Source: an optimization exercise on an open RTL-to-GDS flow (aim: small area and a short achievable clock period). Production flows keep margins and buffers that such runs may drop. Where RTL was checked, it was by simulation tests only, not by an equivalence proof against the original. No functional check of the RTL was part of runs 2 and 3.

==> flow/design.v, too long to show whole: its modules and the start of the top module <==
// module mac_sequencer: 2609 lines
// module mac_fa: 10 lines
// module mac_ha: 9 lines
module mac_sequencer #(
    parameter int ADDR_W = 21,
    parameter int CNT_W  = 4,
    parameter int STRIDE = 8,
    parameter int DATA_W = 64
) (
    input  logic                      clk,
    input  logic                      rst_n,
    input  logic                      start,
    input  logic [ADDR_W-1:0]         start_addr,
    input  logic [CNT_W-1:0]          start_count,
    output logic                      busy,
    output logic [ADDR_W+CNT_W:0]     mir,
    output logic                      mem_req,
    output logic [ADDR_W-1:0]         mem_addr,
    input  logic                      mem_ack,
    input  logic [DATA_W-1:0]         mem_rdata,
    output logic [DATA_W-1:0]         acc_out,
    output logic                      done
);
  // ...
==> flow/flow/run.sh <==
#!/bin/bash
# The standard ORFS layout (standard.sh), with the smallest buffer on the ports
# (buffer_ports -buffer_cell), and repair_timing aiming for a few tenths of a ns more
# setup slack than the standard flow's setting allows, to cover the routed parasitics.
set -uo pipefail
bash standard.sh SETUP_SLACK_MARGIN=5.3 'BUFFER_PORTS_ARGS=-buffer_cell sky130_fd_sc_hd__buf_1' finish > make_finish.log 2>&1
==> flow/standard.sh <==
#!/bin/bash
# synth_recipe.tcl (not shown) runs the flow's synth.tcl, then flattens the netlist and writes it again
# the make line also repeats each setting of config.mk as NAME=value (left out here)
make -C /OpenROAD-flow-scripts/flow DESIGN_CONFIG=/design/flow/config.mk WORK_HOME=/design/flow/orfs CLKGATE_MAP_FILE= SYNTH_SCRIPT=/design/flow/synth_recipe.tcl "${@:-finish}"
==> flow/config.mk <==
export PLATFORM = sky130hd
export DESIGN_NAME = mac_sequencer
export DESIGN_NICKNAME = mac_sequencer
export VERILOG_FILES = /design/flow/design.v
export SDC_FILE = /design/flow/constraint.sdc
export NUM_CORES = 4
export LEC_CHECK = 0
export ABC_AREA = 1
export CAP_MARGIN = 20
export CORE_MARGIN = 2
export CORE_UTILIZATION = 40
export CTS_CLUSTER_DIAMETER = 100
export CTS_CLUSTER_SIZE = 30
export SLEW_MARGIN = 20
export SYNTH_HIERARCHICAL = 1
export SYNTH_MINIMUM_KEEP_SIZE = 0
==> flow/constraint.sdc <==
create_clock -name core_clock -period 10.0 [get_ports {clk}]
set_input_delay 2.0000 -clock core_clock [delete_from_list [all_inputs] [get_ports {clk}]]
set_output_delay 2.0000 -clock core_clock [all_outputs]
set_load 0.01 [all_outputs]
==> key figures, run 1 <==
Run status
  • Status: finished clean

STA
  • Fmax: 213 MHz
  • Min cycle time layout: 4.69 ns
  • WHS: 0.525 ns
  • RSZ-0062 raised after global routing: yes
  • Max-slew violation count: 0
  • Final setup margin: 5.31 ns
  • Worst slew margin: 0.298
  • Clock skew: 0.0330 ns

Floorplanning
  • Initial Util: 0.403
  • Die width: 283 um

Synthesis
  • Compound-Gate Fraction of Synth Area: 0.139
  • Number of synthesized flops with an enable pin: 0
  • Top-count cell post-synth: xor2_1
  • Synth Warn #: 9
  • Mux cell area share after synthesis: 0
  • Synth unique cells: 45
  • Top cells by instance count after synthesis: xor2_1, fa_1, o22ai_1, inv_1, dfxtp_1
  • Post-synth top area cell: fa_1

Placed design
  • Cell total after placement: 4,080
  • Pre-CTS setup slack: 3.97 ns
  • Input/output buffers: 206

Finish
  • Fin area: 34,300 um2
  • Signal buf overhead: 0.0501
  • Comb_multi_in: 2,243
  • Layout cells sized above 1: 0.0858
  • Area occupied by multi-input gates: 23,100 um2

CTS
  • H-tree depth: 1
  • Setup bufs post-CTS: 10

Global routing
  • Initial antenna violation count: 4

Route
  • DRT iter0 DRCs: 2,665
  • Routed Antenna Nets: 0
  • Post-Route WL: 102,000 um
  • Wirelength per Cell: 24.7 um
  • DR vias/cell: 5.86
  • Metal2 WL: 48,200 um
  • DR DRC count: 0

Flow run
  • Max-Cap Viols: 0

Critical path
  • Crit path max-delay cell type: fa_1
  • CP endpoint kind: register
  • Worst path depth: 10
==> run 2: changes to the inputs <==
--- a/flow/design.v
+++ b/flow/design.v
@@ -73,24 +73,31 @@
     logic [31:0] a_m;
     logic [32:0] bx;
     logic [15:0] neg, one, two;
     logic [32:0] pp [16];
     logic [63:0] acc_sum;
     logic [206:0] ps_q;
     assign a_m = mem_rdata[63:32];
     assign bx  = {mem_rdata[31:0], 1'b0};
+    logic [1:0] onex [16];
+    logic [1:0] twox [16];
+    for (genvar j = 0; j < 16; j++) begin : g_enc
+        for (genvar k = 0; k < 2; k++) begin : g_copy
+            mac_benc u_enc (.b2(bx[2*j+2]), .b1(bx[2*j+1]), .b0(bx[2*j]), .one(onex[j][k]), .two(twox[j][k]));
+        end
+    end
     always_comb begin
         for (int j = 0; j < 16; j++) begin
             neg[j] = bx[2*j+2];
-            one[j] = bx[2*j+1] ^ bx[2*j];
-            two[j] = (bx[2*j+2] & ~bx[2*j+1] & ~bx[2*j]) | (~bx[2*j+2] & bx[2*j+1] & bx[2*j]);
-            pp[j][0] = (one[j] & a_m[0]) ^ neg[j];
+            one[j] = onex[j][0];
+            two[j] = twox[j][0];
+            pp[j][0] = (onex[j][0] & a_m[0]) ^ neg[j];
             for (int i = 1; i < 33; i++)
-                pp[j][i] = ((one[j] & a_m[i < 32 ? i : 31]) | (two[j] & a_m[i-1])) ^ neg[j];
+                pp[j][i] = ((onex[j][i / 17] & a_m[i < 32 ? i : 31]) | (twox[j][i / 17] & a_m[i-1])) ^ neg[j];
         end
     end
     logic s1;
     logic k2;
     logic s3;
     logic k4;
     logic s5;
     logic k6;
@@ -2621,8 +2628,18 @@
     input  logic a,
     input  logic b,
     output logic s,
     output logic co
 );
     assign s  = a ^ b;
     assign co = a & b;
 endmodule
+module mac_benc (
+    input  logic b2,
+    input  logic b1,
+    input  logic b0,
+    output logic one,
+    output logic two
+);
+    assign one = b1 ^ b0;
+    assign two = (b2 & ~b1 & ~b0) | (~b2 & b1 & b0);
+endmodule
==> run 2 against run 1 <==
Still clean on timing, DRC and antenna. Cell count increased by 4.3%. Global-route usage shrank 1.6 points. Synthesized cell count is 4.9% higher. Fmax rose by 0.75%. Flip-flop and latch count unchanged. Sequential share of layout area is 0.25 points lower. Clock skew down 0.0045 ns. Register-to-register slack better by 0.08 ns. Largest cell class unchanged. Highest routed layer unchanged.
==> key figures, run 2 <==
CTS
  • Clock sinks: 301 (unchanged)
  • Worst-skew pair later-pin latency: 0.59 ns (about the same)
  • Clk slew on worst S/H paths: 0.11 ns (about the same)
  • H-tree depth: 1 (unchanged)
  • CTS Buf Count: 19 (was 21)
  • CTS tree: done (unchanged)
  • CTS hold repair buffers: 0 (unchanged)
  • Root buffer cell: clkbuf_16 (unchanged)
  • Clock buffer depth: 3 (unchanged)

Synthesis
  • Area fraction of the dominant cell type after synthesis: 0.321 (was 0.329)
  • Post-Syn Area: 31,900 um2 (was 31,100 um2)
  • Post-synth top flop: dfxtp_1 (unchanged)
  • Synth Warn #: 11 (was 9)
  • Register area share after synthesis: 0.204 (was 0.209)
  • Post-Syn Instances: 3,222 (was 3,072)
  • Post-synth top area cell: fa_1 (unchanged)
  • Seq cells post-synth: 301 (unchanged)
  • Syn_area_per_cell: 9.90 um2 (was 10.1 um2)
  • Top cells by instance count after synthesis: xor2_1, fa_1, o22ai_1, inv_1, dfxtp_1 (unchanged)
  • Top-count cell post-synth: xor2_1 (unchanged)
  • Async S/R FF share, synth: 0.312 (unchanged)
  • Area contributors post-synth: fa_1, xor2_1, dfxtp_1 (unchanged)
  • Number of synthesized flops with an enable pin: 0 (unchanged)
  • Synth unique cells: 50 (was 45)

Route
  • Router iterations before antenna repair: 6 (unchanged)
  • Via count: 24,400 (was 24,300)
  • Routed Antenna Nets: 0 (unchanged)
  • Post-Route WL: 97,800 um (was 102,000 um)
  • Wirelength per Cell: 22.6 um (was 24.7 um)
  • DR vias/cell: 5.65 (was 5.86)
  • DRT iter0 DRCs: 2,468 (was 2,665)
  • DR DRC count: 0 (unchanged)

Critical path
  • Crit path largest cell delay: 0.63 ns (was 0.49 ns)
  • Critical Path, Cell by Cell: clkbuf_2 > buf_12 > nand3_1 > nand2_1 > inv_1 > o22ai_1 > xor2_1 > fa_1 > fa_1 > fa_1 (was clkbuf_2 > buf_12 > nor2_1 > a21oi_4 > buf_6 > o22ai_1 > xor2_1 > fa_1 > fa_1 > fa_1)
  • Crit path top cell by count: fa_1 (unchanged)
  • Data required, critical path: 10.45 ns (was 10.47 ns)
  • CP endpoint kind: register (unchanged)
  • Critical path fanouts, max: 44 (was 39)
  • Setup CP Type: input port to register (unchanged)
  • Buf+Inv Stages, Crit Path: 3 (unchanged)
  • CP Launch Type: input port (unchanged)
  • Arrival time at the worst endpoint: 5.11 ns (was 5.17 ns)
  • Crit path max-delay cell type: fa_1 (unchanged)
  • Crit-path leading delay family: adder cells (unchanged)

STA
  • Fmax: 215 MHz (was 213 MHz)
  • Slew @ Worst Pin: 1.01 ns (was 1.05 ns)
  • Clock skew: 0.0285 ns (was 0.0330 ns)
  • Min cycle time layout: 4.66 ns (was 4.69 ns)
  • Worst slew margin: 0.324 (was 0.298)
  • WHS: 0.501 ns (was 0.525 ns)
  • Final count of hold timing violations: 0 (unchanged)
  • Setup TNS: 0 ns (unchanged)
  • RSZ-0062 raised after global routing: no (was yes)
  • Final setup vio count: 0 (unchanged)
  • Fin crit share: 0.466 (was 0.469)
  • Max-slew violation count: 0 (unchanged)

Finish
  • Layout cells sized above 1: 0.0740 (was 0.0858)
  • Area occupied by multi-input gates: 23,200 um2 (was 23,100 um2)
  • Max FFs per register: 207 (unchanged)
  • Commonest non-fill, non-tap cell in the layout: xor2_1 (unchanged)
  • Core Util, Final: 0.440 (was 0.444)
  • Register with the most flip-flops: ps_q (unchanged)
  • Reg area: 6500 um2 (unchanged)
  • Fin nets: 3,986 (was 3,815)
  • Top Registers: ps_q: 207 flops, acc_q: 64 flops, addr_q: 21 flops (unchanged)
  • Commonest cells after routing, fill and taps aside: xor2_1, o22ai_1, fa_1, inv_1, dfxtp_1 (unchanged)
  • Area Growth Syn to Fin: 9.00% (was 10.3%)
  • ANT cells: 0 (was 1)
  • # fillers: 7,618 (was 7,353)

Floorplanning
  • Core area: 79,000 um2 (was 77,200 um2)
  • Die width: 286 um (was 283 um)
  • Row Count: 103 (was 102)
  • Initial Util: 0.404 (was 0.403)
  • Die height: 286 um (was 283 um)
  • I/O pin count: 207 (unchanged)
  • DIE AREA: 82,000 um2 (was 80,000 um2)

Global routing
  • First-pass GRT wire length: 151,000 um (was 154,000 um)
  • Total track usage: 0.239 (was 0.255)
  • Largest net degree at the start of global routing: 63 (was 107)
  • Initial antenna violation count: 4 (unchanged)
  • Vias in the first global route: 24,800 (was 25,100)
  • Grt ovf: 0 (unchanged)

Placed design
  • Final GP Congestion: 0.925 (was 0.869)
  • Dpl hpwl: 70,200 um (was 65,700 um)
  • Input/output buffers: 206 (unchanged)

Run status
  • Status: finished clean (unchanged)

Hold path
  • Hold Crit Class: register to register (unchanged)

Flow run
  • Max-Cap Viols: 0 (unchanged)
==> run 2: logic make-up (layout without fill, tap and decap cells) <==
kind of cell,count (synthesis),count (layout),share of synthesized area
AOI/OAI and AO/OA,660,660,0.128
xor gates and xnor gates,596,596,0.164
other,1,6,0.000118
DFF,301,301,0.204
adders and majority gates,637,637,0.370
buffers and inverters,639,681,0.0794
and+or+nand+nor,388,388,0.0545
==> run 2: area by class of cell <==
class                   count  area share
multi-input cells        2287       0.667
flip-flops and latches    301       0.187
inverters                 366      0.0424
well taps                1050      0.0378
repair buffers            281      0.0452
clock buffers              20      0.0138
clock inverters            14     0.00648
==> run 2: routing by layer <==
layer / track usage / vias up / share of wire / routed length, um
li1: - / 10700 / - / -
met1: 0.331 / 12200 / 0.41 / 40500
met2: 0.380 / 1298 / 0.46 / 45200
met3: 0.0430 / 207 / 0.092 / 8960
met4: 0.0729 / 8 / 0.031 / 3070
met5: 0.00349 / - / 0.00080 / 78
==> run 2: Yosys stat by module, one instance, submodules excluded <==
module	cells	times used
mac_benc	7	32
mac_sequencer	2469	1
mac_fa	1	484
mac_ha	1	45
==> run 2: through the flow <==
stage	instance area (um2)	setup slack, ns	cells
after global routing	34800	5.28	4319
after CTS	34200	5.25	4302
after detailed placement	33300	4.47	4264
after floorplan	31900	5.54	3227
final	34800	5.34	4319
after global placement	33300	4.45	4264
==> run 2: repair_timing <==
item / CTS / global route
gates resized for setup: 40 / 111
setup buffers: 4 / 17
pin swaps: 1 / 14
endpoints found under the setup margin: 107 / 107
==> run 2: worst min-delay path, delay by kind of cell, from the launching register on <==
kind	cells	cell delay, ns
flip-flops	1	0.36
AO/OA/AOI/OAI	1	0.06
AND/OR/NAND/NOR	1	0.05
==> run 2: path summary, 6_finish.rpt <==
| kind | cells past startpoint | slack [ns] | startpoint | end |
|---|---|---|---|---|
| hold reg to reg | 2 | 0.50 | valid_q | valid_q |
| setup reg to reg | 21 | 5.49 | acc_q[31] | acc_q[61] |
| max in group asynchronous | 2 | 7.24 | rst_n | acc_q[36] |
| setup / recovery | 10 | 5.34 | mem_rdata[1] | ps_q[66] |
| hold / removal | 2 | 0.50 | valid_q | valid_q |
| min in group asynchronous | 1 | 1.42 | rst_n | acc_q[3] |
==> run 3: changes to the inputs <==
==> flow/flow/run.sh (replaced) <==
#!/bin/bash
# The standard ORFS layout (standard.sh), with the smallest buffer on the ports
# (buffer_ports -buffer_cell), and repair_timing aiming for a few tenths of a ns more
# setup slack than the standard flow's setting allows, to cover the routed parasitics.
set -uo pipefail
bash standard.sh SETUP_SLACK_MARGIN=5.45 'BUFFER_PORTS_ARGS=-buffer_cell sky130_fd_sc_hd__buf_1' finish > make_finish.log 2>&1
==> run 3 against run 2 <==
Critical endpoint is now ps_q[100]. Via count grew 2.1%. Worst hold slack lost 0.00051 ns. Highest routed layer unchanged. Clock-buffer cell count is the same. Utilization grew 1.3 points. Fmax grew 2.4%. Largest cell class unchanged. Synthesized cell count is the same.
==> key figures, run 3 <==
Run status
  • Status: finished clean (unchanged)

Synthesis
  • Syn_area_per_cell: 9.90 um2 (unchanged)
  • Synth unique cells: 50 (unchanged)
  • Register area share after synthesis: 0.204 (unchanged)
  • Synth Warn #: 11 (unchanged)
  • Area contributors post-synth: fa_1, xor2_1, dfxtp_1 (unchanged)
  • Number of synthesized flops with an enable pin: 0 (unchanged)
  • Post-synth top area cell: fa_1 (unchanged)
  • Post-Syn Area: 31,900 um2 (unchanged)
  • Async S/R FF share, synth: 0.312 (unchanged)
  • Area fraction of the dominant cell type after synthesis: 0.321 (unchanged)
  • Seq cells post-synth: 301 (unchanged)
  • Post-Syn Instances: 3,222 (unchanged)
  • Top cells by instance count after synthesis: xor2_1, fa_1, o22ai_1, inv_1, dfxtp_1 (unchanged)
  • Top-count cell post-synth: xor2_1 (unchanged)
  • Post-synth top flop: dfxtp_1 (unchanged)

Finish
  • Register with the most flip-flops: ps_q (unchanged)
  • Commonest non-fill, non-tap cell in the layout: xor2_1 (unchanged)
  • Commonest cells after routing, fill and taps aside: xor2_1, o22ai_1, fa_1, inv_1, dfxtp_1 (unchanged)
  • Non-Filler Instances: 4,384 (was 4,319)
  • Layout cells sized above 1: 0.109 (was 0.0740)
  • Area Growth Syn to Fin: 12.3% (was 9.00%)
  • Max FFs per register: 207 (unchanged)
  • Reg area: 6500 um2 (about the same)
  • Fin nets: 4,051 (was 3,986)
  • ANT cells: 0 (unchanged)
  • Area occupied by multi-input gates: 23,400 um2 (was 23,200 um2)
  • Fin area: 35,800 um2 (was 34,800 um2)
  • # fillers: 7,524 (was 7,618)
  • Top Registers: ps_q: 207 flops, acc_q: 64 flops, addr_q: 21 flops (unchanged)

Critical path
  • Critical path fanouts, max: 22 (was 44)
  • Setup CP Type: input port to register (unchanged)
  • Arrival time at the worst endpoint: 5.02 ns (was 5.11 ns)
  • CP Launch Type: input port (unchanged)
  • CP endpoint kind: register (unchanged)
  • Data required, critical path: 10.47 ns (was 10.45 ns)

CTS
  • CTS hold repair buffers: 0 (unchanged)
  • Clock buffer depth: 3 (unchanged)
  • Worst-skew pair later-pin latency: 0.59 ns (about the same)
  • Root buffer cell: clkbuf_16 (unchanged)
  • Clk slew on worst S/H paths: 0.11 ns (about the same)
  • Clock sinks: 301 (unchanged)
  • CTS Buf Count: 19 (unchanged)
  • H-tree depth: 1 (unchanged)
  • CTS tree: done (unchanged)

Route
  • DRT iter0 DRCs: 2,551 (was 2,468)
  • DR DRC count: 0 (unchanged)
  • Post-Route WL: 100,000 um (was 97,800 um)
  • Via count: 24,900 (was 24,400)
  • Router iterations before antenna repair: 6 (unchanged)
  • DR vias/cell: 5.68 (was 5.65)
  • Wirelength per Cell: 22.9 um (was 22.6 um)
  • Routed Antenna Nets: 0 (unchanged)

STA
  • Fin crit share: 0.455 (was 0.466)
  • Setup TNS: 0 ns (unchanged)
  • Final count of hold timing violations: 0 (unchanged)
  • RSZ-0062 raised after global routing: yes (was no)
  • Min cycle time layout: 4.55 ns (was 4.66 ns)
  • Final setup vio count: 0 (unchanged)
  • Slew @ Worst Pin: 0.978 ns (was 1.01 ns)
  • Clock skew: 0.0321 ns (was 0.0285 ns)
  • Fmax: 220 MHz (was 215 MHz)
  • Max-slew violation count: 0 (unchanged)
  • Worst slew margin: 0.346 (was 0.324)

Floorplanning
  • Initial Util: 0.404 (unchanged)
  • Row Count: 103 (unchanged)
  • Core area: 79,000 um2 (unchanged)
  • I/O pin count: 207 (unchanged)
  • DIE AREA: 82,000 um2 (unchanged)
  • Die height: 286 um (unchanged)
  • Die width: 286 um (unchanged)

Global routing
  • Largest net degree at the start of global routing: 63 (unchanged)
  • Grt ovf: 0 (unchanged)
  • Initial antenna violation count: 4 (unchanged)
  • First-pass GRT wire length: 152,000 um (was 151,000 um)
  • Vias in the first global route: 24,800 (about the same)
  • Total track usage: 0.240 (was 0.239)

Placed design
  • Area after DPL: 33,300 um2 (unchanged)
  • Cell total after placement: 4,264 (unchanged)
  • Input/output buffers: 206 (unchanged)
  • Final GP Congestion: 0.925 (unchanged)
  • Dpl hpwl: 70,200 um (unchanged)

Flow run
  • Max-Cap Viols: 0 (unchanged)

Hold path
  • Hold Crit Class: register to register (unchanged)
run 3: Yosys stat by module, one instance, submodules excluded:
module / flops+latches / area (um2)
mac_benc: 0 / 33.8
mac_fa: 0 / 20.0
mac_ha: 0 / 12.5
mac_sequencer: 301 / 20600
run 3: path summary, 6_finish.rpt:
kind / from / to / slack (ns) / cells after the start
min reg2reg: valid_q / valid_q / 0.50 / 2
max in group asynchronous: rst_n / acc_q[36] / 7.22 / 2
max reg2reg: acc_q[29] / acc_q[46] / 5.48 / 17
max: mem_rdata[3] / ps_q[100] / 5.45 / 10
min: valid_q / valid_q / 0.50 / 2
min in group asynchronous: rst_n / acc_q[3] / 1.42 / 1
run 3: routing by layer:
| metal | wire, um | vias up | global-route usage |
|---|---|---|---|
| met1 | 40500 | 12500 | 0.331 |
| met4 | 3110 | 8 | 0.0747 |
| met5 | 78 | - | 0.00349 |
| met2 | 46300 | 1412 | 0.382 |
| li1 | - | 10800 | - |
| met3 | 10300 | 202 | 0.0443 |
run 3: area by class of cell:
cell class | instances | area share
Clock buffer | 20 | 0.0134
Clock inverter | 14 | 0.00629
Inverter | 366 | 0.0423
Multi-Input combinational cell | 2287 | 0.654
Sequential cell | 301 | 0.182
Tap cell | 1050 | 0.0367
Timing Repair Buffer | 344 | 0.0653
Timing Repair inverter | 2 | 0.000349
run 3: cell families after synthesis:
logic type,count (synthesis),synth area share
buffers and inverters,639,0.0794
adder cells (fa/ha/maj),637,0.370
AO/OA/AOI/OAI,660,0.128
flip-flops,301,0.204
AND/OR/NAND/NOR,388,0.0545
XOR/XNOR,596,0.164
other,1,0.000118
run 3: worst max-delay path, cell delays in order:
cell,delay (ns)
clkbuf_2,0.18
buf_12,0.23
nand3_1,0.13
nand2_2,0.19
clkinvlp_4,0.26
o22ai_1,0.23
xor2_1,0.24
fa_1,0.52
fa_1,0.59
fa_1,0.42
run 3: timing repair:
action,4_1_cts,5_1_grt
endpoints found under the setup margin,177,111
pin swaps,9,35
gates cloned,0,8
gates resized for setup,101,131
buffers inserted,17,61
run 3: per-stage QoR:
stage / hold WS [ns] / util / worst slack (ns)
finish: 0.500 / 0.453 / 5.45
global route: 0.533 / 0.453 / 5.35
CTS: 0.511 / 0.437 / 5.41
detailed placement: 0.486 / 0.421 / 4.47
global placement: 0.462 / 0.421 / 4.45
floorplan: 0.451 / - / 5.54

## separate check: timing with driven ports
How much do the figures lean on ideal ports? The routed layouts below were timed once more, with nothing changed but the port constraints. Step 1 sets driving cells, clkbuf_16 on the clock port and buf_2 on the other inputs (assumed; they add their load-dependent delay and slew). Step 2 also shifts input and output timing later by t, the mid clock arrival at the registers, as if the neighbouring blocks saw the same clock. Three values: ideal ports, drivers, drivers and shift; two values: the first two.
run	t (ns)	setup WS [ns]	latest minus earliest clock arrival (ns)	slew at the worst register clock pin (ns)	pins driven straight from the clock port
run 1	0.645	5.305 / 5.350 / 4.705	0.040 / 0.039	0.11 / 0.11	1
run 2	0.639	5.340 / 5.368 / 4.729	0.034 / 0.034	0.11 / 0.11	1
run 3	0.639	5.449 / 5.456 / 4.817	0.037 / 0.037	0.11 / 0.11	1
After both steps every run listed still meets setup and hold. The setup slack of run 3, which loses most, moves by +0.007 ns with the drivers and by -0.632 ns with both steps.
